From an optimization exercise on the open Yosys and OpenROAD flow, aimed at small area and a short achievable clock period; shortcuts taken in it are not production practice.
In this exercise RTL edits were held to simulation tests only and were not proved equivalent to the original.
Power and IR drop assume default switching activity.

[config.mk]
export PLATFORM = sky130hd
export DESIGN_NAME = pio_machine
export DESIGN_NICKNAME = pio_machine
export VERILOG_FILES = /design/flow/design.v
export SDC_FILE = /design/flow/constraint.sdc
export NUM_CORES = 4
export LEC_CHECK = 0
export ABC_AREA = 1
export CAP_MARGIN = 20
export CORE_MARGIN = 2
export CORE_UTILIZATION = 55
export CTS_BUF_LIST = sky130_fd_sc_hd__clkbuf_8
export SETUP_SLACK_MARGIN = 5
export SLEW_MARGIN = 20
[constraint.sdc]
create_clock -name core_clock -period 10.0 [get_ports {clk}]
set_input_delay 2.0000 -clock core_clock [delete_from_list [all_inputs] [get_ports {clk}]]
set_output_delay 2.0000 -clock core_clock [all_outputs]
set_load 0.01 [all_outputs]
[design.v]
`timescale 1ns/1ps
module pio_machine (
  input  logic                    clk,
  input  logic                    reset,
  input  logic                    en,
  input  logic [15:0]             div_int,
  input  logic [9:0]             wrap,        
  input  logic [23:0]            pin_cfg,     
  input  logic [1:0]             shift_cfg,   
  input  logic                    prog_we,
  input  logic [5-1:0]    prog_addr,
  input  logic [16-1:0] prog_data,
  input  logic [32-1:0]  input_pins,
  input  logic [32-1:0]  din,
  input  logic                    empty,
  input  logic                    full,
  output logic [5-1:0]    pc,
  output logic                    push,
  output logic                    pull,
  output logic [32-1:0]  dout,
  output logic [32-1:0]  output_pins,
  output logic [32-1:0]  pin_directions,
  output logic [32-1:0]  output_pins_stb
);
  logic [4:0] wrap_top, wrap_target;
  logic [4:0] set_base, out_base, in_base;
  logic [2:0] set_count;
  logic [5:0] out_count;
  logic       in_right, out_right;
  assign {wrap_top, wrap_target} = wrap;
  assign {set_base, set_count, out_base, out_count, in_base} = pin_cfg;
  assign {in_right, out_right} = shift_cfg;
  function automatic logic [31:0] rotr(input logic [31:0] v, input logic [4:0] s);
    logic [31:0] t;
    t = v;
    if (s[0]) t = {t[0],     t[31:1]};
    if (s[1]) t = {t[1:0],   t[31:2]};
    if (s[2]) t = {t[3:0],   t[31:4]};
    if (s[3]) t = {t[7:0],   t[31:8]};
    if (s[4]) t = {t[15:0],  t[31:16]};
    rotr = t;
  endfunction
  function automatic logic [31:0] rotl(input logic [31:0] v, input logic [4:0] s);
    logic [31:0] t;
    t = v;
    if (s[0]) t = {t[30:0], t[31]};
    if (s[1]) t = {t[29:0], t[31:30]};
    if (s[2]) t = {t[27:0], t[31:28]};
    if (s[3]) t = {t[23:0], t[31:24]};
    if (s[4]) t = {t[15:0], t[31:16]};
    rotl = t;
  endfunction
  function automatic logic [31:0] therm(input logic [4:0] v);
    for (int i = 0; i < 32; i++) therm[i] = (5'(i) < v);
  endfunction
  logic [15:0] dcnt, dcnt_d;
  logic        tick, dcnt_z;    
  assign tick = en && dcnt_z;
  always_comb begin
    if (reset)       dcnt_d = '0;
    else if (!en)    dcnt_d = dcnt;
    else if (dcnt_z) dcnt_d = div_int;
    else             dcnt_d = dcnt - 16'd1;
  end
  always_ff @(posedge clk) begin
    dcnt   <= dcnt_d;
    dcnt_z <= (dcnt_d[15:1] == 15'd0);
  end
  logic [15:0] mem [32];
  logic [15:0] instr;
  logic [4:0]  pc_next, dly;
  logic        busy, go, stall, advance, jmp;
  logic [2:0] op, a;
  logic [4:0] b;
  assign op = instr[15:13];
  assign a  = instr[7:5];
  assign b  = instr[4:0];
  assign busy    = !dly_z;
  assign go      = tick && !busy;
  assign advance = go && !stall;
  logic [4:0] target;
  always_comb begin
    if (jmp)                 target = b;
    else if (pc == wrap_top) target = wrap_target;
    else                     target = pc + 5'd1;
  end
  always_comb begin
    if (reset)        pc_next = 5'd0;
    else if (advance) pc_next = target;
    else              pc_next = pc;
  end
  function automatic logic [14:0] amounts(input logic [15:0] w, input logic [23:0] pcfg,
                                         input logic [1:0] scfg);
    logic [2:0] wop, wa, wsel;
    logic [4:0] wb, sb, ob, ib, xa, xb;
    logic       w_out, w_in, w_mov, w_set, w_spins, w_rev, w_shr;
    wop = w[15:13]; wa = w[7:5]; wb = w[4:0];
    sb = pcfg[23:19]; ob = pcfg[15:11]; ib = pcfg[4:0];
    w_out = (wop == 3'd3);
    w_in  = (wop == 3'd2);
    w_mov = (wop == 3'd5);
    w_set = (wop == 3'd7);
    wsel  = w_mov ? wb[2:0] : wa;
    w_spins = (w_mov || w_in) && (wsel == 3'd0);
    w_rev = w_mov && (wb[4:3] == 2'd2);
    w_shr = w_out ? scfg[0] : scfg[1];
    if (w_out)        xa = scfg[0] ? 5'd0 : (5'd0 - wb);
    else if (w_spins) xa = w_rev ? (5'd0 - ib) : ib;
    else              xa = 5'd0;
    if (w_set && (wa == 3'd0 || wa == 3'd4))      xb = 5'd0 - sb;
    else if ((w_out && (wa == 3'd0 || wa == 3'd4)) ||
             (w_mov && wa == 3'd0))                           xb = 5'd0 - ob;
    else if (w_in && scfg[1] && w_spins)                               xb = wb;
    else                                                               xb = 5'd0;
    amounts = {xa, xb, (w_shr ? wb : (5'd0 - wb))};
  endfunction
  function automatic logic [11:0] selects(input logic [15:0] w, input logic [1:0] scfg);
    logic [2:0] wop, wa, wsel;
    logic       w_out, w_in, w_mov, w_set, w_pp;
    wop = w[15:13]; wa = w[7:5];
    w_out = (wop == 3'd3);
    w_in  = (wop == 3'd2);
    w_mov = (wop == 3'd5);
    w_set = (wop == 3'd7);
    w_pp  = (wop == 3'd4);
    if (w_mov)     wsel = w[2:0];
    else if (w_pp) wsel = 3'd1;
    else           wsel = wa;
    selects = {wsel == 3'd1, wsel == 3'd2, wsel == 3'd6,
               wsel == 3'd7, wsel == 3'd0,
               w_mov && w[4:3] == 2'd1, w_mov && w[4:3] == 2'd2,
               w_set, w_out,
               scfg[1] && wa != 3'd0,
               !scfg[1], scfg[1] && wa == 3'd0};
  endfunction
  logic [15:0] rd;
  logic [4:0]  vamt_a, vamt_b, vamt, samt;
  logic        s_x, s_y, s_isr, s_osr, s_pins, s_inv, s_rev, s_set, s_out,
               s_mrg, s_inl, s_inpt;
  logic [4:0] raddr;
  logic       refresh, iload;
  assign raddr = reset ? 5'd0 : (refresh ? pc : target);
  assign rd    = mem[raddr];
  assign iload = reset || refresh || advance;
  always_ff @(posedge clk) begin
    if (prog_we) mem[prog_addr] <= prog_data;
    refresh <= prog_we;
    if (iload) begin
      instr        <= rd;
      {vamt_a, vamt_b, samt} <= amounts(rd, pin_cfg, shift_cfg);
      {s_x, s_y, s_isr, s_osr, s_pins, s_inv, s_rev, s_set, s_out,
       s_mrg, s_inl, s_inpt} <= selects(rd, shift_cfg);
    end
  end
  logic [4:0] dly_d;
  logic       dly_z;    
  always_comb begin
    if (reset)             dly_d = '0;
    else if (advance)      dly_d = instr[12:8];
    else if (tick && busy) dly_d = dly - 5'd1;
    else                   dly_d = dly;
  end
  always_ff @(posedge clk) begin
    if (reset) pc <= '0;
    else       pc <= pc_next;
    dly   <= dly_d;
    dly_z <= (dly_d == 5'd0);
  end
  logic is_jmp, is_in, is_out, is_pp, is_mov, is_set;
  assign is_jmp = (op == 3'd0);
  assign is_in  = (op == 3'd2);
  assign is_out = (op == 3'd3);
  assign is_pp  = (op == 3'd4);
  assign is_mov = (op == 3'd5);
  assign is_set = (op == 3'd7);
  logic pp_pull, pp_block;
  assign pp_pull  = instr[7];
  assign pp_block = instr[5];
  logic [31:0] lm, tm;      
  assign lm = (b == 5'd0) ? 32'hFFFF_FFFF : therm(b);
  always_comb for (int i = 0; i < 32; i++) tm[i] = lm[31-i];
  logic [31:0] x, y, isr, osr;
  logic [5:0]  osr_count;
  assign dout = isr;
  logic        dsel_y, dz;
  logic [31:0] dv, dvm1;
  assign dsel_y = (a == 3'd3) || (a == 3'd4);
  assign dv     = dsel_y ? y : x;
  assign dvm1   = dv - 32'd1;
  assign dz     = (dv == '0);
  logic cond;
  always_comb begin
    case (a)
      3'd0:       cond = 1'b1;
      3'd1, 3'd3: cond = dz;
      3'd2, 3'd4: cond = !dz;
      3'd5:       cond = (x != y);
      3'd7:       cond = !osr_count[5];    
      default:    cond = 1'b0;
    endcase
  end
  assign jmp = is_jmp && cond;
  assign stall = go && is_pp && pp_block && (pp_pull ? empty : full);
  logic        pre_push, pre_pull;
  logic [15:0] instr_d;
  assign instr_d = iload ? rd : instr;
  always_ff @(posedge clk) begin
    pre_push <= (dcnt_d[15:1] == 15'd0) && (dly_d == 5'd0) &&
                (instr_d[15:13] == 3'd4) && !instr_d[7];
    pre_pull <= (dcnt_d[15:1] == 15'd0) && (dly_d == 5'd0) &&
                (instr_d[15:13] == 3'd4) && instr_d[7];
  end
  assign push     = en && !full && pre_push;
  assign pull     = en && !empty && pre_pull;
  logic [31:0] src_np, src, mval;
  assign src_np = ({32{s_x}} & x) | ({32{s_y}} & y) | ({32{s_isr}} & isr) | ({32{s_osr}} & osr);
  assign src    = s_pins ? input_pins : src_np;
  always_comb begin
    for (int i = 0; i < 32; i++)
      mval[i] = s_rev ? src[31-i] : (src[i] ^ s_inv);
  end
  logic [31:0] rin, rout;
  always_comb begin
    for (int i = 0; i < 32; i++)
      rin[i] = s_out ? osr[i] : ((s_mrg && lm[i]) ? src_np[i] : isr[i]);
  end
  assign rout = rotr(rin, samt);
  logic [31:0] osr_sh;
  assign osr_sh = rout & ~(out_right ? tm : lm);
  logic [31:0] vin, vrot;
  always_comb begin
    if (s_set)      vin = {27'd0, b};
    else if (s_out) vin = osr & (out_right ? lm : tm);    
    else             vin = mval;
  end
  assign vamt = vamt_a + vamt_b;
  assign vrot = rotr(vin, vamt);
  logic [31:0] isr_sh, in_m, in_d;
  assign in_m = s_inl ? lm : (s_inpt ? tm : 32'd0);
  assign in_d = vrot;
  always_comb
    for (int i = 0; i < 32; i++) isr_sh[i] = in_m[i] ? in_d[i] : rout[i];
  logic [31:0] res;
  assign res = vrot;
  logic x_dec, y_dec, x_ld, y_ld, isr_clr, isr_ld, isr_shift, osr_ld, osr_shift;
  logic wr_pins, wr_dirs;
  logic dst_ok;    
  assign dst_ok    = go && (is_set || is_mov || is_out);
  assign x_dec     = go && is_jmp && (a == 3'd2);
  assign y_dec     = go && is_jmp && (a == 3'd4);
  assign x_ld      = dst_ok && (a == 3'd1);
  assign y_ld      = dst_ok && (a == 3'd2);
  assign isr_ld    = go && (is_mov || is_out) && (a == 3'd6);
  assign isr_clr   = go && is_pp && !pp_pull && !(full && pp_block);
  assign isr_shift = go && is_in;
  assign osr_ld    = go && ((is_mov && a == 3'd7) ||
                            (is_pp && pp_pull && !(empty && pp_block)));
  assign osr_shift = go && is_out;
  assign wr_pins   = dst_ok && (a == 3'd0);
  assign wr_dirs   = go && (is_set || is_out) && (a == 3'd4);
  always_ff @(posedge clk) begin
    if (reset)      x <= '0;
    else if (x_dec) x <= dvm1;
    else if (x_ld)  x <= res;
  end
  always_ff @(posedge clk) begin
    if (reset)      y <= '0;
    else if (y_dec) y <= dvm1;
    else if (y_ld)  y <= res;
  end
  always_ff @(posedge clk) begin
    if (reset || isr_clr) isr <= '0;
    else if (isr_ld)      isr <= res;
    else if (isr_shift)   isr <= isr_sh;
  end
  logic [6:0] ocnt_sum;
  assign ocnt_sum = {1'b0, osr_count} + ((b == 5'd0) ? 7'd32 : {2'd0, b});
  always_ff @(posedge clk) begin
    if (reset) begin
      osr       <= '0;
      osr_count <= 6'd32;
    end else if (osr_ld) begin
      osr       <= (is_pp && !empty) ? din : res;    
      osr_count <= '0;
    end else if (osr_shift) begin
      osr       <= osr_sh;
      osr_count <= (ocnt_sum > 7'd32) ? 6'd32 : ocnt_sum[5:0];
    end
  end
  logic [4:0]  wbase;
  logic [5:0]  wcnt;
  logic [5:0]  wend;
  logic [31:0] lb, le, win, pval;
  assign wbase = is_set ? set_base : out_base;
  assign wcnt  = is_set ? {3'd0, set_count} : (out_count[5] ? 6'd32 : out_count);
  assign wend  = {1'b0, wbase} + wcnt;
  assign lb    = therm(wbase);
  assign le    = therm(wend[4:0]);
  assign win   = wend[5] ? (~lb | le) : (le & ~lb);
  assign pval = vrot;
  always_ff @(posedge clk) begin
    if (reset) begin
      output_pins     <= '0;
      pin_directions  <= '0;
      output_pins_stb <= '0;
    end else begin
      if (wr_pins) output_pins    <= (output_pins & ~win) | (pval & win);
      if (wr_dirs) pin_directions <= (pin_directions & ~win) | (pval & win);
      output_pins_stb <= (wr_pins || wr_dirs) ? win : '0;
    end
  end
endmodule
[flow/run.sh]
#!/bin/bash
# The standard layout (standard synthesis, floorplan, placement, CTS, routing) with
# config.mk's settings and two changes: the port buffers that placement inserts on every
# input and output are sky130_fd_sc_hd__buf_1 (timing repair still resizes them), and clock
# tree synthesis adds no dummy load cells. The make run's full output, including each
# tool's, goes to layout.log here; ORFS also keeps each step's log under orfs/logs/.
set -euo pipefail
bash standard.sh \
  "BUFFER_PORTS_ARGS=-buffer_cell sky130_fd_sc_hd__buf_1" \
  "CTS_ARGS=-sink_clustering_enable -repair_clock_nets -buf_list sky130_fd_sc_hd__clkbuf_8 -dont_use_dummy_load" \
  finish > layout.log 2>&1
[standard.sh]
#!/bin/bash
# synth_recipe.tcl (not shown) runs the flow's synth.tcl, then flattens the netlist and writes it again
# the make line also repeats each setting of config.mk as NAME=value (left out here)
make -C /OpenROAD-flow-scripts/flow DESIGN_CONFIG=/design/flow/config.mk WORK_HOME=/design/flow/orfs CLKGATE_MAP_FILE= SYNTH_SCRIPT=/design/flow/synth_recipe.tcl "${@:-finish}"
==> impl_metrics.tcl, run 1 <==
set metrics [dict create \
    syn_nets 5914 \
    coreArea_sq_um 82000 \
    slowest_stage "a21oi_1" \
    combPwrFrac 0.381 \
    portBuffers 277 \
    cp_num_cells 23 \
    rows 105 \
    finalSetupViolCount 0 \
    drt_iter0_drc 5652 \
    leakagePower_nw 20.6 \
    async_flop_share 0 \
    ys_seq_area_frac 0.480 \
    grt_start_max_net_pins 99 \
    fin_crit_sh 0.493 \
    path_delay_family "compound AO/OA/AOI/OAI gates" \
    syn_inst 5744 \
    hp-start "osr_count[2]$_SDFFE_PP0P_" \
    grt_setup_unrepaired "true" \
    seqPwrFrac 0.373 \
    cts-hold-fix-buffers 0 \
    synth.top_cell.area_share 0.363 \
    grt_pass1_vias 39400 \
    finalMaxSlewViolations 0 \
    irDropWorstVdd_mv 0.171 \
    ios 278 \
    path_cells "buf_4, nor2_1, inv_1, o21ai_0, nor2_2, nand2_1, o21ai_0, a21oi_1, nor3b_1, o21ai_0, nand2_1, o21ai_0, mux2i_1, inv_1, nand2_1, o21ai_1, nand2_1, nand2_2, clkinvlp_4, nor2_1, o22ai_1, nand2_1, inv_1" \
    worst_ep_required_time_ps 10690 \
    internal_power_w 0.00586 \
    grt_use_total 0.405 \
    root_buffer "clkbuf_8" \
    die_y_um 292 \
    crit_path_start_kind "flop" \
    cellPowerDensity_nw_per_um2 196 \
    dp_hpwl_um 118000 \
    antenna_found_initial 10 \
    wire_per_inst_um 25.0 \
    holdPathEnd "osr_count[2]$_SDFFE_PP0P_" \
    cts_buffer_depth 3 \
    cts_sinks 815 \
    status "timing/DRC/antenna clean" \
    instances_no_fill 7098 \
    gp_congestion 1.05 \
    whs_path_depth 2 \
    cts_inserted_buffers 139 \
    drt-pass1-iter-count 8 \
    finalHoldViolCount 0 \
    antenna_left 0 \
    clock_skew_ps 76.6 \
    start_util 0.555 \
    max_cap_viol_count 0 \
    cpPeakStageDelay_ps 540 \
    grt_pass1_wl_um 255000 \
    cts.clk_slew.worst_paths_ps 60 \
    synth_enable_flop_cells 550 \
    synth_area_leaders "edfxtp_1 (36%), dfxtp_1 (12%), nand2_1 (11%)" \
    vias_per_cell 6.14 \
    post-synth-top-count-cell "nand2_1" \
    final_nets 6196 \
    ys_ff_latch 815 \
    cp_common_cell "nand2_1" \
    yosysWarnings 1 \
    swShare 0.414 \
    r2r_start "instr[3]$_DFFE_PN_" \
    synth_cell_type_count 64 \
    clock.fmax_mhz 203 \
    postSynthAreaPerCell_sq_um 7.92 \
    dieArea_sq_um 85000 \
    rr_endpoint "isr[8]$_SDFFE_PP0P_" \
    drive_gt1_frac 0.0893 \
    ys.flop_type "edfxtp_1" \
    cp_max_fo 6 \
    p_sw_w 0.00414 \
    tightest_slew_ps 1110 \
    place_inst 6875 \
    drt-total-wl_um 178000 \
    cts_htree_levels 4 \
    dr_total_vias 43600 \
    cp_num_buf_inv 5 \
    crit_path_end_kind "flop" \
    syn2layout_area_growth_pct 12.3 \
    fp.dieW_um 292 \
    rrSetupSlack_ps 5070 \
    cts_tree "done" \
    syn_area_sq_um 45500 \
    insertion_delay_ps 850 \
    synth_commonest_cells "nand2_1 (1,342), inv_1 (657), o21ai_0 (613)" \
    holdCritPathClass "reg -> reg" \
    overflow 0 \
    finalCriticalPeriod_ps 4930 \
    drc 0 \
    crit_type "reg -> reg" \
    relSlewSlack 0.259 \
    yosysTopAreaCell "edfxtp_1" \
    setup_tns_ps 0 \
    arrival_ps 5620 \
    clockPowerShare 0.246 \
    reg2regPathDepth 23 \
]
cell families after synthesis:
kind of cell / after synthesis / share of synthesized area
muxes: 31 / 0.00682
and+or+nand+nor: 2438 / 0.225
DFF: 815 / 0.480
AOI/OAI and AO/OA: 1343 / 0.176
adders and majority gates: 31 / 0.00880
xor gates and xnor gates: 82 / 0.0158
buffers and inverters: 1004 / 0.0878
repair_timing:
item / in CTS / in global routing
endpoints found under the hold margin: 0 / 0
pin swaps: 5 / 12
setup buffers: 19 / 38
endpoints found under the setup margin: 233 / 218
resized for setup: 96 / 118
gates cloned: 15 / 7
area by class of cell:
cell class,count,area [sq um]
fillers,7410,30900
repair buffers,460,2960
well taps,1070,1340
repair inverters,4,33.8
inverters,674,2640
multi-input cells,3932,20400
flip-flops and latches,815,21800
diodes,4,10.0
clock buffers,139,1910
cells in the final DEF (no fill, tap or decap), types with 39 or more instances in the layout:
cell,instances
a21oi_1,188
a31oi_1,86
buf_1,275
buf_4,146
clkbuf_8,139
dfxtp_1,264
edfxtp_1,550
inv_1,646
nand2_1,1308
nand2_2,39
nand3_1,388
nand3b_1,50
nor2_1,486
o211ai_1,193
o21ai_0,588
xor2_1,59
per-stage QoR:
| step | setup slack [ps] | hold slack (ps) | power [W] | instance area (sq um) | util |
|---|---|---|---|---|---|
| finish | 5070 | 473 | 0.0100 | 51100 | 0.623 |
| global route | 4930 | 504 | 0.0104 | 51100 | 0.623 |
| CTS | 5040 | 477 | 0.00970 | 50100 | 0.612 |
| detailed placement | 3440 | 465 | 0.00717 | 47400 | 0.578 |
| global placement | 3530 | 459 | 0.00716 | 47400 | 0.578 |
| floorplan | 5080 | 449 | 0.00585 | 45500 | - |
worst reg2reg max path, cell delays in order (launching register included):
cell,delay (ps)
edfxtp_1,520
buf_4,250
nor2_1,400
inv_1,130
o21ai_0,430
nor2_2,130
nand2_1,80
o21ai_0,140
a21oi_1,540
nor3b_1,150
o21ai_0,330
nand2_1,80
o21ai_0,130
mux2i_1,110
inv_1,110
nand2_1,50
o21ai_1,160
nand2_1,100
nand2_2,310
clkinvlp_4,300
nor2_1,150
o22ai_1,80
nand2_1,80
inv_1,40
worst max-delay path by stage:
stage / start / end / slack, ps
global placement: wrap[8] / samt[3]$_DFFE_PN_ / 3530
CTS: instr[5]$_DFFE_PN_ / vamt_b[1]$_DFFE_PN_ / 5040
floorplan: pin_cfg[10] / flop / 5080
global route: instr[5]$_DFFE_PN_ / vamt_b[1]$_DFFE_PN_ / 4930
finish: instr[3]$_DFFE_PN_ / isr[8]$_SDFFE_PP0P_ / 5070
detailed placement: instr[5]$_DFFE_PN_ / samt[3]$_DFFE_PN_ / 3440
flip-flops by register name (all words and copies together), names as in the netlist, 5 cells and up, named ones only:
register         count
dly                  5
osr_count            6
isr                 32
samt                 5
y                   32
output_pins_stb     32
osr                 32
x                   32
vamt_b               5
dcnt                16
mem                512
vamt_a               5
instr               15
pc                   5
layer usage:
layer / track usage / share of wire / vias up / routed length (um)
li1: - / - / 20000 / -
met1: 0.505 / 0.37 / 20400 / 65500
met2: 0.628 / 0.44 / 2568 / 79000
met3: 0.0817 / 0.10 / 622 / 18100
met4: 0.291 / 0.085 / 6 / 15100
met5: 0 / 0.00019 / - / 34
power groups by stage:
stage | sequential, W | clock (W) | combinational, W
after CTS | 0.00374 | 0.00248 | 0.00349
after floorplan | 0.00377 | 0 | 0.00208
after detailed placement | 0.00381 | 0 | 0.00336
final | 0.00373 | 0.00246 | 0.00381
after global routing | 0.00374 | 0.00261 | 0.00405
after global placement | 0.00381 | 0 | 0.00335
==> run 2: changes to the inputs <==
==> run.sh (new file) <==
#!/bin/bash
# synth_recipe.tcl (not shown) runs the flow's synth.tcl, then flattens the netlist and writes it again
# the make line also repeats each setting of config.mk as NAME=value (left out here)
make -C /OpenROAD-flow-scripts/flow DESIGN_CONFIG=/design/flow/config.mk WORK_HOME=/design/flow/orfs CLKGATE_MAP_FILE= SYNTH_SCRIPT=/design/flow/synth_recipe.tcl finish
removed: flow/run.sh
removed: standard.sh
==> impl_metrics.tcl, run 2 <==
set metrics [dict create \
    status "timing/DRC/antenna clean" \
    async_flop_share 0 \
    synth_cell_type_count 64 \
    whs_ps 472 \
    antenna_left 0 \
    syn_inst 5744 \
    dr_total_vias 44100 \
    start_util 0.555 \
    root_buffer "clkbuf_8" \
    drt-total-wl_um 182000 \
    post-synth-top-count-cell "nand2_1" \
    slowest_stage "clkdlybuf4s50_1" \
    finalMaxSlewViolations 0 \
    portBuffers 277 \
    layout_commonest_cell "nand2_1" \
    irDropWorstVdd_mv 0.147 \
    cts_buffer_depth 3 \
    max_cap_viol_count 0 \
    synth_enable_flop_cells 550 \
    cts.clk_slew.worst_paths_ps 60 \
    setup_tns_ps 0 \
    cts-hold-fix-buffers 0 \
    yosysTopAreaCell "edfxtp_1" \
    setup_slack_ps 5030 \
    crit_path_end_kind "output pin" \
    postSynthAreaPerCell_sq_um 7.92 \
    cts_tree "done" \
    rr_endpoint "vamt_a[4]$_DFFE_PN_" \
    synth_area_leaders "edfxtp_1 (36%), dfxtp_1 (12%), nand2_1 (11%)" \
    clock.fmax_mhz 201 \
    drc 0 \
    wire_per_inst_um 25.2 \
    cellPowerDensity_nw_per_um2 197 \
    tightest_slew_ps 1160 \
    mostFrequentLayoutCells "nand2_1 (1,289), inv_1 (690), o21ai_0 (573), edfxtp_1 (550), nor2_1 (486)" \
    holdPathEnd "osr_count[4]$_SDFFE_PP0P_" \
    clock_skew_ps 37.8 \
    syn_nets 5914 \
    hp-start "osr_count[4]$_SDFFE_PP0P_" \
    grt_pass1_vias 39800 \
    finalCriticalPeriod_ps 4970 \
    cts_sinks 815 \
    rrSetupSlack_ps 5040 \
    arrival_ps 2970 \
    antenna_found_initial 7 \
    path_cells "buf_6, nand2_2, nor2_1, clkdlybuf4s50_1" \
    r2r_start "instr[5]$_DFFE_PN_" \
    insertion_delay_ps 820 \
    vias_per_cell 6.12 \
    ys.flop_type "edfxtp_1" \
    drive_gt1_frac 0.103 \
    yosysWarnings 1 \
    whs_path_depth 2 \
    syn2layout_area_growth_pct 18.1 \
    finalHoldViolCount 0 \
    worst_ep_required_time_ps 8000 \
    ys_seq_area_frac 0.480 \
    fp.dieW_um 292 \
    crit_path_start_kind "input pin" \
    relSlewSlack 0.227 \
    grt_start_max_net_pins 84 \
    leakagePower_nw 21.9 \
    pre_cts_slack_ps 2850 \
    cts_htree_levels 4 \
    dieArea_sq_um 85000 \
    top_register "mem" \
    synth.top_cell.area_share 0.363 \
    final_nets 6207 \
    grt_pass1_wl_um 258000 \
    instances_no_fill 7209 \
    ys_ff_latch 815 \
    cts_inserted_buffers 139 \
    finalSetupViolCount 0 \
    grt_use_total 0.408 \
    coreArea_sq_um 82000 \
    rows 105 \
    drt_iter0_drc 6025 \
    place_inst 6868 \
    dp_hpwl_um 120000 \
    cpPeakStageDelay_ps 540 \
    largest_reg_flops 512 \
    reg2regPathDepth 32 \
    overflow 0 \
    holdCritPathClass "reg -> reg" \
    crit_type "in -> out" \
    grt_setup_unrepaired "true" \
    fin_crit_sh 0.497 \
    cp_max_fo 15 \
    gp_congestion 1.07 \
    ios 278 \
    synth_commonest_cells "nand2_1 (1,342), inv_1 (657), o21ai_0 (613)" \
    syn_area_sq_um 45500 \
    die_y_um 292 \
    drt-pass1-iter-count 6 \
]
[run 2: cell counts after synthesis]
No cell type changed its count.
[run 2: through the flow]
stage,cell area (sq um),utilization,total power (W)
final,53700,0.655,0.0106
after global placement,49100,0.598,0.00721
after floorplan,45500,-,0.00585
after global routing,53700,0.655,0.0110
after detailed placement,49100,0.598,0.00723
after CTS,52400,0.639,0.0102
[run 2: cell type report]
type | instances | area [sq um]
clock buffer | 150 | 2060
clock inverter | 91 | 519
inverter | 674 | 2680
timing repair buffer | 468 | 4680
antenna | 2 | 5.00
timing repair inverter | 4 | 32.5
multi-input combinational | 3935 | 20600
fill | 7077 | 28300
sequential | 815 | 21800
tap | 1070 | 1340
[run 2: where the power goes]
part	internal [W]	switching (W)	total (W)
clock	0.00145	0.00142	0.00287
sequential	0.00367	0.0000549	0.00373
combinational	0.00104	0.00294	0.00398
total	0.00616	0.00442	0.0106
[run 2: cells by family (layout without fill, tap and decap cells)]
| logic type | Yosys count | after routing | share of synthesized area |
|---|---|---|---|
| adders and majority gates | 31 | 31 | 0.00880 |
| muxes | 31 | 31 | 0.00682 |
| other | 0 | 2 | 0 |
| buffers and inverters | 1004 | 1387 | 0.0878 |
| xor gates and xnor gates | 82 | 82 | 0.0158 |
| AOI/OAI and AO/OA | 1343 | 1343 | 0.176 |
| and+or+nand+nor | 2438 | 2448 | 0.225 |
| DFF | 815 | 815 | 0.480 |
[run 2: worst max path at each step]
| stage | depth (start not counted) | startpoint | end | slack [ps] |
|---|---|---|---|---|
| after floorplan | 16 | pin_cfg[10] | flop | 5080 |
| after global placement | 11 | en | vamt_b[2]$_DFFE_PN_ | 2600 |
| after detailed placement | 11 | en | vamt_b[2]$_DFFE_PN_ | 2850 |
| after CTS | 24 | s_x$_DFFE_PN_ | isr[8]$_SDFFE_PP0P_ | 5000 |
| after global routing | 21 | wrap[7] | vamt_b[4]$_DFFE_PN_ | 4880 |
| final | 4 | en | push | 5030 |
[run 2: critical path: cells and delay by family]
family / cells / cell delay [ps]
buf+inv: 2 / 720
simple gates: 2 / 250
[run 2: repair_timing]
item / CTS / global route
gates cloned: 11 / 15
pin swaps: 8 / 28
resized for setup: 130 / 201
buffers inserted: 26 / 46
setup endpoints to repair: 295 / 259
[run 2: metal layers]
layer  wire length, um  track usage  vias up
li1                  -            -    20100
met2             80400        0.632     2814
met1             66400        0.513    20500
met3             20000       0.0907      641
met4             14800        0.275        6
met5                41            0        -
==> run 3: changes to the inputs <==
--- a/design.v
+++ b/design.v
@@ -78,12 +78,9 @@
   assign busy    = !dly_z;
   assign go      = tick && !busy;
   assign advance = go && !stall;
-  logic [4:0] target;
-  always_comb begin
-    if (jmp)                 target = b;
-    else if (pc == wrap_top) target = wrap_target;
-    else                     target = pc + 5'd1;
-  end
+  logic [4:0] target, seq;
+  assign seq    = (pc == wrap_top) ? wrap_target : pc + 5'd1;
+  assign target = jmp ? b : seq;
   always_comb begin
     if (reset)        pc_next = 5'd0;
     else if (advance) pc_next = target;
@@ -114,6 +111,14 @@
     else                                                               xb = 5'd0;
     amounts = {xa, xb, (w_shr ? wb : (5'd0 - wb))};
   endfunction
+  function automatic logic [6:0] jconds(input logic [15:0] w);
+    logic [2:0] wa;
+    logic       wj;
+    wa = w[7:5];
+    wj = (w[15:13] == 3'd0);
+    jconds = {wj && wa == 3'd0, wj && wa == 3'd1, wj && wa == 3'd2, wj && wa == 3'd3,
+              wj && wa == 3'd4, wj && wa == 3'd5, wj && wa == 3'd7};
+  endfunction
   function automatic logic [11:0] selects(input logic [15:0] w, input logic [1:0] scfg);
     logic [2:0] wop, wa, wsel;
     logic       w_out, w_in, w_mov, w_set, w_pp;
@@ -135,11 +140,14 @@
   endfunction
   logic [15:0] rd;
   logic [4:0]  vamt_a, vamt_b, vamt, samt;
+  logic        j_al, j_xz, j_xnz, j_yz, j_ynz, j_ne, j_os;
   logic        s_x, s_y, s_isr, s_osr, s_pins, s_inv, s_rev, s_set, s_out,
                s_mrg, s_inl, s_inpt;
   logic [4:0] raddr;
   logic       refresh, iload;
-  assign raddr = reset ? 5'd0 : (refresh ? pc : target);
+  logic [4:0] seq_addr;
+  assign seq_addr = reset ? 5'd0 : (refresh ? pc : seq);
+  assign raddr    = (jmp && !reset && !refresh) ? b : seq_addr;
   assign rd    = mem[raddr];
   assign iload = reset || refresh || advance;
   always_ff @(posedge clk) begin
@@ -148,6 +156,7 @@
     if (iload) begin
       instr        <= rd;
       {vamt_a, vamt_b, samt} <= amounts(rd, pin_cfg, shift_cfg);
+      {j_al, j_xz, j_xnz, j_yz, j_ynz, j_ne, j_os} <= jconds(rd);
       {s_x, s_y, s_isr, s_osr, s_pins, s_inv, s_rev, s_set, s_out,
        s_mrg, s_inl, s_inpt} <= selects(rd, shift_cfg);
     end
@@ -182,24 +191,16 @@
   logic [31:0] x, y, isr, osr;
   logic [5:0]  osr_count;
   assign dout = isr;
-  logic        dsel_y, dz;
+  logic        dsel_y;
   logic [31:0] dv, dvm1;
   assign dsel_y = (a == 3'd3) || (a == 3'd4);
   assign dv     = dsel_y ? y : x;
   assign dvm1   = dv - 32'd1;
-  assign dz     = (dv == '0);
-  logic cond;
-  always_comb begin
-    case (a)
-      3'd0:       cond = 1'b1;
-      3'd1, 3'd3: cond = dz;
-      3'd2, 3'd4: cond = !dz;
-      3'd5:       cond = (x != y);
-      3'd7:       cond = !osr_count[5];    
-      default:    cond = 1'b0;
-    endcase
-  end
-  assign jmp = is_jmp && cond;
+  logic xz, yz;
+  assign xz  = (x == '0);
+  assign yz  = (y == '0);
+  assign jmp = j_al || (j_xz && xz) || (j_xnz && !xz) || (j_yz && yz) || (j_ynz && !yz) ||
+               (j_ne && (x != y)) || (j_os && !osr_count[5]);
   assign stall = go && is_pp && pp_block && (pp_pull ? empty : full);
   logic        pre_push, pre_pull;
   logic [15:0] instr_d;
==> flow/run.sh (new file) <==
#!/bin/bash
set -euo pipefail
bash standard.sh SETUP_SLACK_MARGIN=5.5 \
  "BUFFER_PORTS_ARGS=-buffer_cell sky130_fd_sc_hd__buf_1" \
  "CTS_ARGS=-sink_clustering_enable -repair_clock_nets -buf_list sky130_fd_sc_hd__clkbuf_8 -dont_use_dummy_load" \
  finish > layout.log 2>&1
==> standard.sh (new file) <==
#!/bin/bash
# synth_recipe.tcl (not shown) runs the flow's synth.tcl, then flattens the netlist and writes it again
# the make line also repeats each setting of config.mk as NAME=value (left out here)
make -C /OpenROAD-flow-scripts/flow DESIGN_CONFIG=/design/flow/config.mk WORK_HOME=/design/flow/orfs CLKGATE_MAP_FILE= SYNTH_SCRIPT=/design/flow/synth_recipe.tcl "${@:-finish}"
--- a/config.mk
+++ b/config.mk
@@ -10,5 +10,4 @@
 export CORE_MARGIN = 2
 export CORE_UTILIZATION = 55
 export CTS_BUF_LIST = sky130_fd_sc_hd__clkbuf_8
-export SETUP_SLACK_MARGIN = 5
 export SLEW_MARGIN = 20
removed: run.sh
==> impl_metrics.tcl, run 3 <==
set metrics [dict create \
    top_register "mem" \
    slowest_stage "or2_2" \
    swShare 0.498 \
    cts_inserted_buffers 145 \
    max_cap_viol_count 0 \
    rrSetupSlack_ps 5570 \
    grt_pass1_vias 40700 \
    irDropWorstVdd_mv 0.199 \
    seqPwrFrac 0.274 \
    dp_hpwl_um 121000 \
    clock.fmax_mhz 218 \
    setup_slack_ps 5420 \
    relSlewSlack 0.343 \
    finalSetupViolCount 0 \
    cts.clk_slew.worst_paths_ps 60 \
    drt-total-wl_um 191000 \
    tightest_slew_ps 983 \
    ios 278 \
    path_cells "buf_1, buf_12, nand2_1, inv_2, a22oi_1, nor2_1, nor3_1, and2_1, nand2_1, o31ai_1, or2_2, nand3_1, nand3_1, nand2_1, nand2_1, nand3_1, nand2_1, o21bai_1, inv_1" \
    cts_htree_levels 4 \
    instances_no_fill 7472 \
    final_nets 6503 \
    drt_iter0_drc 6436 \
    fp.dieW_um 295 \
    antenna_left 0 \
    start_util 0.555 \
    cp_num_buf_inv 4 \
    synth_commonest_cells "nand2_1 (1,374), inv_1 (646), o21ai_0 (635)" \
    postSynthAreaPerCell_sq_um 7.76 \
    yosysWarnings 1 \
    drt-pass1-iter-count 11 \
    status "timing/DRC/antenna clean" \
    async_flop_share 0 \
    portBuffers 277 \
    post-synth-top-count-cell "nand2_1" \
    syn2layout_area_growth_pct 16.4 \
    largest_reg_flops 512 \
    p_sw_w 0.00696 \
    place_inst 7171 \
    ys.flop_type "edfxtp_1" \
    cts_tree "done" \
    cts-hold-fix-buffers 0 \
    crit_type "in -> reg" \
    grt_setup_unrepaired "true" \
    crit_path_end_kind "flop" \
    design_area_sq_um 54100 \
    overflow 0 \
    ys_ff_latch 822 \
    coreArea_sq_um 83700 \
    cellPowerDensity_nw_per_um2 258 \
    fill_cells 7341 \
    syn_area_sq_um 46500 \
    pre_cts_slack_ps 3000 \
    worst_ep_required_time_ps 10690 \
    leakagePower_nw 22.2 \
    antenna_found_initial 11 \
    synth_cell_type_count 67 \
    insertion_delay_ps 820 \
    cpPeakStageDelay_ps 360 \
    combPwrFrac 0.543 \
    gp_congestion 1.09 \
    cp_common_cell "nand2_1" \
    post-route-util 0.646 \
    synth_enable_flop_cells 557 \
    die_y_um 295 \
    rows 106 \
    root_buffer "clkbuf_8" \
    multiInputGateArea_sq_um 22000 \
    grt_use_total 0.417 \
    dr_total_vias 46000 \
    mostFrequentLayoutCells "nand2_1 (1,313), inv_1 (628), o21ai_0 (559), edfxtp_1 (557), nand3_1 (547)" \
    yosysTopAreaCell "edfxtp_1" \
    clockPowerShare 0.182 \
    ys_seq_area_frac 0.474 \
    finalHoldViolCount 0 \
    dieArea_sq_um 86800 \
    crit_path_start_kind "input pin" \
    synth.top_cell.area_share 0.360 \
    wire_per_inst_um 25.5 \
    drc 0 \
    grt_pass1_wl_um 265000 \
    syn_inst 5987 \
    place_area_sq_um 48600 \
    cts_buffer_depth 3 \
    grt_start_max_net_pins 74 \
    internal_power_w 0.00701 \
    drive_gt1_frac 0.124 \
    synth_area_leaders "edfxtp_1 (36%), dfxtp_1 (11%), nand2_1 (11%)" \
    syn_nets 6156 \
    layout_commonest_cell "nand2_1" \
    finalCriticalPeriod_ps 4580 \
    cts_sinks 822 \
    arrival_ps 5270 \
    setup_tns_ps 0 \
    clock_skew_ps 82.0 \
    fin_crit_sh 0.458 \
    regArea_sq_um 22000 \
    vias_per_cell 6.16 \
    finalMaxSlewViolations 0 \
    cp_max_fo 28 \
    holdCritPathClass "reg -> reg" \
    path_delay_family "simple AND/OR/NAND/NOR gates" \
]
[run 3: changes by cell type after synthesis, sizes merged, moves of 30 or more]
cell	delta
o221ai	+30
nand3	+198
nor2	+66
nand2	+36
o21ai	+51
o311ai	-31
nand3b	-31
o211ai	-64
[run 3: metal layers]
metal	up-vias	global-route usage	part of all wire
li1	20900	-	-
met1	21200	0.521	0.35
met2	3174	0.631	0.44
met3	756	0.105	0.12
met4	10	0.303	0.086
met5	-	0	0.00035
[run 3: power by group through the flow]
stage                     sequential (W)  clock (W)  combinational (W)
after floorplan                  0.00387          0            0.00403
after global placement           0.00391          0            0.00630
after detailed placement         0.00391          0            0.00631
after CTS                        0.00384    0.00255            0.00665
after global routing             0.00384    0.00270            0.00792
final                            0.00383    0.00255            0.00759
[run 3: worst paths after layout]
| check | from | endpoint | cells past startpoint |
|---|---|---|---|
| max | shift_cfg[0] | isr[21]$_SDFFE_PP0P_ | 19 |
| min | osr_count[3]$_SDFFE_PP0P_ | osr_count[3]$_SDFFE_PP0P_ | 2 |
| max reg2reg | samt[0]$_DFFE_PN_ | isr[21]$_SDFFE_PP0P_ | 23 |
| min reg2reg | osr_count[3]$_SDFFE_PP0P_ | osr_count[3]$_SDFFE_PP0P_ | 2 |
[run 3: what timing repair did]
action / in CTS / in global routing
buffers inserted: 25 / 79
resized for setup: 178 / 273
pin swaps: 13 / 64
hold endpoints to repair: 0 / 0
cloned: 20 / 25
endpoints found under the setup margin: 278 / 227
[run 3: through the flow]
step | hold slack [ps] | total power (W)
2_1_floorplan | 449 | 0.00790
3_3_place_gp | 457 | 0.0102
3_5_place_dp | 464 | 0.0102
4_1_cts | 472 | 0.0130
5_1_grt | 493 | 0.0145
6_report | 472 | 0.0140
[run 3: area by class of cell]
cell class | instances | area share
antenna | 6 | 0.000278
clock buffer | 145 | 0.0369
inverter | 687 | 0.0500
multi-input combinational | 4166 | 0.407
sequential | 822 | 0.407
tap | 1134 | 0.0262
timing repair buffer | 510 | 0.0720
timing repair inverter | 2 | 0.000347
[run 3: logic make-up after synthesis]
family,Yosys count,share of synthesized area
AOI/OAI and AO/OA,1290,0.162
xor gates and xnor gates,91,0.0172
adders and majority gates,28,0.00792
buffers and inverters,1014,0.0865
DFF,822,0.474
muxes,22,0.00474
and+or+nand+nor,2720,0.248
[run 3: worst reg2reg max path: cells and delay by family (launching register included)]
family / cells / cell delay, ps
compound gates: 8 / 1460
buf+inv: 6 / 1030
flops: 1 / 370
simple gates: 9 / 1430
==> run 4: changes to the inputs <==
--- a/design.v
+++ b/design.v
@@ -40,16 +40,6 @@
     if (s[4]) t = {t[15:0],  t[31:16]};
     rotr = t;
   endfunction
-  function automatic logic [31:0] rotl(input logic [31:0] v, input logic [4:0] s);
-    logic [31:0] t;
-    t = v;
-    if (s[0]) t = {t[30:0], t[31]};
-    if (s[1]) t = {t[29:0], t[31:30]};
-    if (s[2]) t = {t[27:0], t[31:28]};
-    if (s[3]) t = {t[23:0], t[31:24]};
-    if (s[4]) t = {t[15:0], t[31:16]};
-    rotl = t;
-  endfunction
   function automatic logic [31:0] therm(input logic [4:0] v);
     for (int i = 0; i < 32; i++) therm[i] = (5'(i) < v);
   endfunction
@@ -79,13 +69,14 @@
   assign go      = tick && !busy;
   assign advance = go && !stall;
   logic [4:0] target, seq;
-  assign seq    = (pc == wrap_top) ? wrap_target : pc + 5'd1;
   assign target = jmp ? b : seq;
   always_comb begin
     if (reset)        pc_next = 5'd0;
     else if (advance) pc_next = target;
     else              pc_next = pc;
   end
+  always_ff @(posedge clk)
+    seq <= (pc_next == wrap_top) ? wrap_target : pc_next + 5'd1;
   function automatic logic [14:0] amounts(input logic [15:0] w, input logic [23:0] pcfg,
                                          input logic [1:0] scfg);
     logic [2:0] wop, wa, wsel;
@@ -232,7 +223,7 @@
   always_comb begin
     if (s_set)      vin = {27'd0, b};
     else if (s_out) vin = osr & (out_right ? lm : tm);    
-    else             vin = mval;
+    else            vin = mval;
   end
   assign vamt = vamt_a + vamt_b;
   assign vrot = rotr(vin, vamt);
==> impl_metrics.tcl, run 4 <==
set metrics [dict create \
    status "timing/DRC/antenna clean" \
    mostFrequentLayoutCells "nand2_1 (1,352), inv_1 (634), o21ai_0 (566), edfxtp_1 (557), nor2_1 (536)" \
    portBuffers 277 \
    drt_iter0_drc 5559 \
    ys.flop_type "edfxtp_1" \
    coreArea_sq_um 83700 \
    root_buffer "clkbuf_8" \
    syn_nets 6120 \
    relSlewSlack 0.255 \
    r2r_start "instr[1]$_DFFE_PN_" \
    drc 0 \
    crit_path_end_kind "output pin" \
    cts_buffer_depth 3 \
    cp_max_fo 5 \
    rows 106 \
    cp-startpoint "en" \
    finalCriticalPeriod_ps 4520 \
    ios 278 \
    post-synth-top-count-cell "nand2_1" \
    postSynthAreaPerCell_sq_um 7.80 \
    grt_pass1_vias 41000 \
    ys_seq_area_frac 0.477 \
    syn_area_sq_um 46400 \
    ys_ff_latch 827 \
    irDropWorstVdd_mv 0.174 \
    leakagePower_nw 21.3 \
    insertion_delay_ps 830 \
    gp_congestion 1.04 \
    cts_htree_levels 4 \
    dr_total_vias 44900 \
    drive_gt1_frac 0.100 \
    synth_cell_type_count 64 \
    final_nets 6381 \
    vias_per_cell 6.11 \
    start_util 0.555 \
    synth_commonest_cells "nand2_1 (1,392), inv_1 (649), o21ai_0 (649)" \
    clock_skew_ps 74.8 \
    top_register "mem" \
    cts_sinks 827 \
    max_cap_viol_count 0 \
    fin_crit_sh 0.452 \
    grt_use_total 0.410 \
    worst_ep_required_time_ps 8000 \
    totalPowerFinal_w 0.0133 \
    grt_setup_unrepaired "true" \
    tightest_slew_ps 1120 \
    holdCritPathClass "reg -> reg" \
    overflow 0 \
    drt-total-wl_um 182000 \
    dieArea_sq_um 86800 \
    cts_inserted_buffers 141 \
    setup_tns_ps 0 \
    synth.top_cell.area_share 0.360 \
    hp-start "osr_count[4]$_SDFFE_PP0P_" \
    cellPowerDensity_nw_per_um2 257 \
    arrival_ps 2520 \
    yosysTopAreaCell "edfxtp_1" \
    drt-pass1-iter-count 6 \
    layout_commonest_cell "nand2_1" \
    largest_reg_flops 512 \
    grt_pass1_wl_um 262000 \
    cts.clk_slew.worst_paths_ps 50 \
    cts-hold-fix-buffers 0 \
    antenna_left 0 \
    antenna_found_initial 6 \
    yosysWarnings 1 \
    fill_cells 7515 \
    syn_inst 5951 \
    finalHoldViolCount 0 \
    finalSetupViolCount 0 \
    crit_type "in -> out" \
    synth_area_leaders "edfxtp_1 (36%), dfxtp_1 (12%), nand2_1 (11%)" \
    die_y_um 295 \
    dp_hpwl_um 124000 \
    async_flop_share 0 \
    clock.fmax_mhz 221 \
    finalMaxSlewViolations 0 \
    fp.dieW_um 295 \
    post-route-util 0.622 \
    synth_enable_flop_cells 557 \
    cts_tree "done" \
    syn2layout_area_growth_pct 12.0 \
    grt_start_max_net_pins 82 \
    crit_path_start_kind "input pin" \
    wire_per_inst_um 24.8 \
]
==> run 4: cell count changes in the layout (fill, tap and decap cells not counted), sizes merged, moves of 6 or more <==
| cell | change |
|---|---|
| nand3 | -72 |
| buf | -65 |
| clkbuf | -21 |
| o21ai | +12 |
| o211ai | -11 |
| a21o | +10 |
| nand2 | +10 |
| mux2i | +7 |
| nor2 | +7 |
| o21bai | -7 |
| o221ai | +6 |
==> run 4: worst max-delay path: stages <==
cell,delay [ps]
buf_12,100
nand2_8,60
nor2_4,210
buf_6,140
==> run 4: final timing paths <==
check | end | slack, ps | cells past startpoint
min | osr_count[4]$_SDFFE_PP0P_ | 470 | 2
max | pull | 5480 | 4
min reg2reg | osr_count[4]$_SDFFE_PP0P_ | 470 | 2
max reg2reg | isr[9]$_SDFFE_PP0P_ | 5530 | 22
==> run 4: where the power goes <==
| group | internal [W] | switching (W) |
|---|---|---|
| clock | 0.00124 | 0.00126 |
| combinational | 0.00172 | 0.00524 |
| sequential | 0.00377 | 0.000118 |
| total | 0.00673 | 0.00662 |
==> run 4: through the flow <==
step | instance area (sq um) | hold slack (ps) | std cells | worst slack [ps]
2_1_floorplan | 46500 | 449 | 5951 | 5380
3_3_place_gp | 48500 | 457 | 7136 | 3620
3_5_place_dp | 48500 | 465 | 7137 | 3590
4_1_cts | 51200 | 473 | 7303 | 5490
5_1_grt | 52000 | 494 | 7345 | 5420
6_report | 52000 | 468 | 7347 | 5480
==> run 4: cell families (layout without fill, tap and decap cells) <==
| family | Yosys count | after routing | share of synthesized area |
|---|---|---|---|
| AO/OA/AOI/OAI | 1292 | 1292 | 0.161 |
| XOR/XNOR | 88 | 88 | 0.0166 |
| buffers and inverters | 1004 | 1256 | 0.0870 |
| other | 0 | 3 | 0 |
| AND/OR/NAND/NOR | 2681 | 2688 | 0.244 |
| adder cells (fa/ha/maj) | 29 | 29 | 0.00814 |
| flip-flops | 827 | 827 | 0.477 |
| multiplexers | 30 | 30 | 0.00649 |
==> run 4: layout make-up <==
cell class | instances | area [sq um] | area share
Timing Repair Buffer | 429 | 2650 | 0.0509
Multi-Input combinational cell | 4127 | 21200 | 0.408
Sequential cell | 827 | 22100 | 0.426
Antenna cell | 3 | 7.51 | 0.000144
Timing Repair inverter | 2 | 15.0 | 0.000289
Clock buffer | 141 | 1940 | 0.0373
Inverter | 684 | 2630 | 0.0505
Tap cell | 1134 | 1420 | 0.0273
==> run 4: repair_timing <==
item	CTS	global route
setup buffers	15	32
pin swaps	10	15
cloned	10	7
endpoints found under the setup margin	279	222
resized for setup	153	154
==> run 4: metal layers <==
layer | vias to the layer above | GRT usage | part of all wire
met5 | - | 0 | 0.000071
met4 | 2 | 0.264 | 0.074
li1 | 20500 | - | -
met2 | 2803 | 0.648 | 0.45
met1 | 21000 | 0.516 | 0.37
met3 | 551 | 0.0819 | 0.10
==> run 5: changes to the inputs <==
==> flow/run.sh (replaced) <==
#!/bin/bash
set -euo pipefail
bash standard.sh SETUP_SLACK_MARGIN=5.7 \
  "BUFFER_PORTS_ARGS=-buffer_cell sky130_fd_sc_hd__buf_1" \
  "CTS_ARGS=-sink_clustering_enable -repair_clock_nets -buf_list sky130_fd_sc_hd__clkbuf_8 -dont_use_dummy_load" \
  finish > layout.log 2>&1
==> impl_metrics.tcl, run 5 <==
set metrics [dict create \
    status "timing/DRC/antenna clean" \
    grt_use_total 0.414 \
    async_flop_share 0 \
    met3WireLength_um 20300 \
    dp_hpwl_um 125000 \
    holdCritPathClass "reg -> reg" \
    cp_common_cell "nand2_1" \
    overflow 0 \
    synth_enable_flop_cells 557 \
    drt_iter0_drc 5424 \
    synth.area.mux_share 0.00649 \
    crit_path_start_kind "flop" \
    post-synth-top-count-cell "nand2_1" \
    p_sw_w 0.00672 \
    synthAdderAreaFrac 0.00814 \
    yosysTopAreaCell "edfxtp_1" \
    final_nets 6422 \
    clockPowerShare 0.185 \
    antenna_left 0 \
    grt_start_max_net_pins 83 \
    swShare 0.496 \
    top_register "mem" \
    layout_commonest_cell "nand2_1" \
    cts_inserted_buffers 140 \
    synth-simple-area-share 0.244 \
    drive_gt1_frac 0.120 \
    grt_pass1_vias 40500 \
    setup_tns_ps 0 \
    max_cap_viol_count 0 \
    synthXorXnorAreaFrac 0.0166 \
    start_util 0.555 \
    dr_total_vias 45000 \
    cts-hold-fix-buffers 0 \
    ys.flop_type "edfxtp_1" \
    cts_tree "done" \
    crit_path_end_kind "flop" \
    insertion_delay_ps 840 \
    ios 278 \
    synth_area_leaders "edfxtp_1 (36%), dfxtp_1 (12%), nand2_1 (11%)" \
    r2r_start "instr[3]$_DFFE_PN_" \
    cts.clk_slew.worst_paths_ps 60 \
    mostFrequentLayoutCells "nand2_1 (1,339), inv_1 (625), o21ai_0 (566), edfxtp_1 (557), nor2_1 (510)" \
    cts_buffer_depth 3 \
    cpPeakStageDelay_ps 520 \
    finalMaxSlewViolations 0 \
    coreArea_sq_um 83700 \
    tightest_slew_ps 1060 \
    crit_type "reg -> reg" \
    drc 0 \
    gp_congestion 1.08 \
    met1Wirelength_um 68600 \
    seqPwrFrac 0.285 \
    postSynthAreaPerCell_sq_um 7.80 \
    syn_inst 5951 \
    combPwrFrac 0.531 \
    slowest_stage "o21ai_0" \
    cellPowerDensity_nw_per_um2 257 \
    design_area_sq_um 52800 \
    syn_area_sq_um 46400 \
    fp.dieW_um 295 \
    synth_top_family_by_area "simple AND/OR/NAND/NOR gates" \
    cp-startpoint "instr[3]$_DFFE_PN_" \
    top_layer_used "met5" \
    finalHoldViolCount 0 \
    root_buffer "clkbuf_8" \
    drt-pass1-iter-count 7 \
    path_cells "buf_4, nand2_1, nor2_1, nand2_1, nand2_1, inv_1, o21ai_0, a31oi_1, nand2_1, nand2_1, nand2_1, o21ai_0, o21ai_0, inv_1, nand2_1, o21ai_0, o21ai_1, nand2_1, nand3_1, nand3_1, inv_1" \
    relSlewSlack 0.291 \
    grt_pass1_wl_um 262000 \
    rows 106 \
    internal_power_w 0.00684 \
    cts_sinks 827 \
    synth_compound_area_frac 0.161 \
    drt-total-wl_um 187000 \
    hp-start "osr_count[3]$_SDFFE_PP0P_" \
    cp_max_fo 6 \
    place_area_sq_um 48600 \
    dieArea_sq_um 86800 \
    arrival_ps 5100 \
    vias_per_cell 6.09 \
    syn2layout_area_growth_pct 13.7 \
    synth_cell_type_count 64 \
    fin_crit_sh 0.436 \
    largest_reg_flops 512 \
    grt_setup_unrepaired "true" \
    clock_skew_ps 81.5 \
    die_y_um 295 \
    finalCriticalPeriod_ps 4360 \
    yosysWarnings 1 \
    portBuffers 277 \
    syn_nets 6120 \
    synth.top_cell.area_share 0.360 \
    worst_ep_required_time_ps 10750 \
    leakagePower_nw 21.6 \
    clock.fmax_mhz 229 \
    antenna_found_initial 9 \
    whs_ps 482 \
    cts_htree_levels 4 \
    synth_commonest_cells "nand2_1 (1,392), inv_1 (649), o21ai_0 (649)" \
    irDropWorstVdd_mv 0.201 \
    ys_seq_area_frac 0.477 \
    wire_per_inst_um 25.3 \
    finalSetupViolCount 0 \
    routed-wl-met2_um 82200 \
    whs_path_depth 2 \
    reg2regPathDepth 21 \
    ys_ff_latch 827 \
]
-- run 5: cell counts after synthesis --
Identical to the previous run, type by type.
-- run 5: final cells by class --
cell class	instances	area, sq um
diodes	5	12.5
clock buffers	140	1930
fillers	7439	30900
inverters	684	2640
multi-input cells	4130	21600
flip-flops and latches	827	22100
well taps	1134	1420
repair buffers	469	3060
repair inverters	1	7.51
-- run 5: per-layer routing --
| metal | vias to the layer above | global-route usage |
|---|---|---|
| met5 | - | 0 |
| met4 | 8 | 0.298 |
| met3 | 699 | 0.0974 |
| met2 | 2750 | 0.633 |
| met1 | 21000 | 0.515 |
| li1 | 20600 | - |
-- run 5: power groups by stage --
stage / Clock, W / Combinational [W] / Sequential, W
after floorplan: 0 / 0.00395 / 0.00389
after global placement: 0 / 0.00616 / 0.00393
after detailed placement: 0 / 0.00617 / 0.00393
after CTS: 0.00252 / 0.00644 / 0.00386
after global routing: 0.00264 / 0.00755 / 0.00387
final: 0.00250 / 0.00719 / 0.00386
-- run 5: worst paths after layout --
kind                            slack [ps]                        end
worst min-delay path                   480  osr_count[3]$_SDFFE_PP0P_
worst max-delay path                  5640       isr[10]$_SDFFE_PP0P_
worst max register to register        5640       isr[10]$_SDFFE_PP0P_
worst min register to register         480  osr_count[3]$_SDFFE_PP0P_
-- run 5: repair_timing --
action	4_1_cts	5_1_grt
pin swaps	14	42
setup buffers	26	46
endpoints found under the setup margin	265	220
resized for setup	155	248
cloned	10	12
-- run 5: cell families after synthesis --
kind of cell,Yosys count
AND/OR/NAND/NOR,2681
multiplexers,30
buffers and inverters,1004
flip-flops,827
AO/OA/AOI/OAI,1292
adder cells (fa/ha/maj),29
XOR/XNOR,88
-- run 5: stage by stage --
step	setup slack, ps	total power (W)	util	cells
3_3_place_gp	3840	0.0101	0.581	7148
2_1_floorplan	5380	0.00784	-	5951
3_5_place_dp	3770	0.0101	0.581	7149
4_1_cts	5640	0.0128	0.614	7325
5_1_grt	5600	0.0141	0.631	7388
6_report	5640	0.0136	0.631	7390
-- run 5: critical path: cells and delay by family (launching register included) --
| kind | cells | cell delay (ps) |
|---|---|---|
| compound gates | 6 | 1810 |
| buf+inv | 4 | 560 |
| flops | 1 | 500 |
| simple gates | 11 | 1440 |

## separate check: timing with driven ports
No port has a modelled driver above. Below, the same layouts with a new extraction and two added sets of constraints. Step 1 (the two cells are an assumption about what drives the block):
set clk [get_ports {clk}]
set_driving_cell -lib_cell sky130_fd_sc_hd__clkbuf_16 $clk
set_driving_cell -lib_cell sky130_fd_sc_hd__buf_2 [delete_from_list [all_inputs] $clk]
Step 2 also shifts input and output timing later by t, the mid clock arrival at the registers, as if the neighbouring blocks saw the same clock. a / b / c = ideal / step 1 / step 2; a / b = the first two.
run	shift t [ns]	slack for setup (ns)	hold slack, ns	worst register clock-pin slew, ns	pins driven straight from the clock port
run 1	0.879	5.074 / 5.074 / 4.240	0.473 / 0.473 / 0.473	0.06 / 0.06	1
run 2	0.868	5.030 / 4.994 / 4.207	0.472 / 0.472 / 0.472	0.07 / 0.07	1
run 3	0.858	5.420 / 5.469 / 4.611	0.472 / 0.472 / 0.472	0.07 / 0.07	1
run 4	0.861	5.481 / 5.419 / 4.801	0.468 / 0.468 / 0.468	0.06 / 0.06	1
run 5	0.873	5.640 / 5.613 / 4.877	0.482 / 0.482 / 0.482	0.07 / 0.07	1
After both steps every run listed still meets setup and hold. For run 1, which loses most, drivers alone change the setup slack by 0.000 ns; drivers and shift together by -0.834 ns.
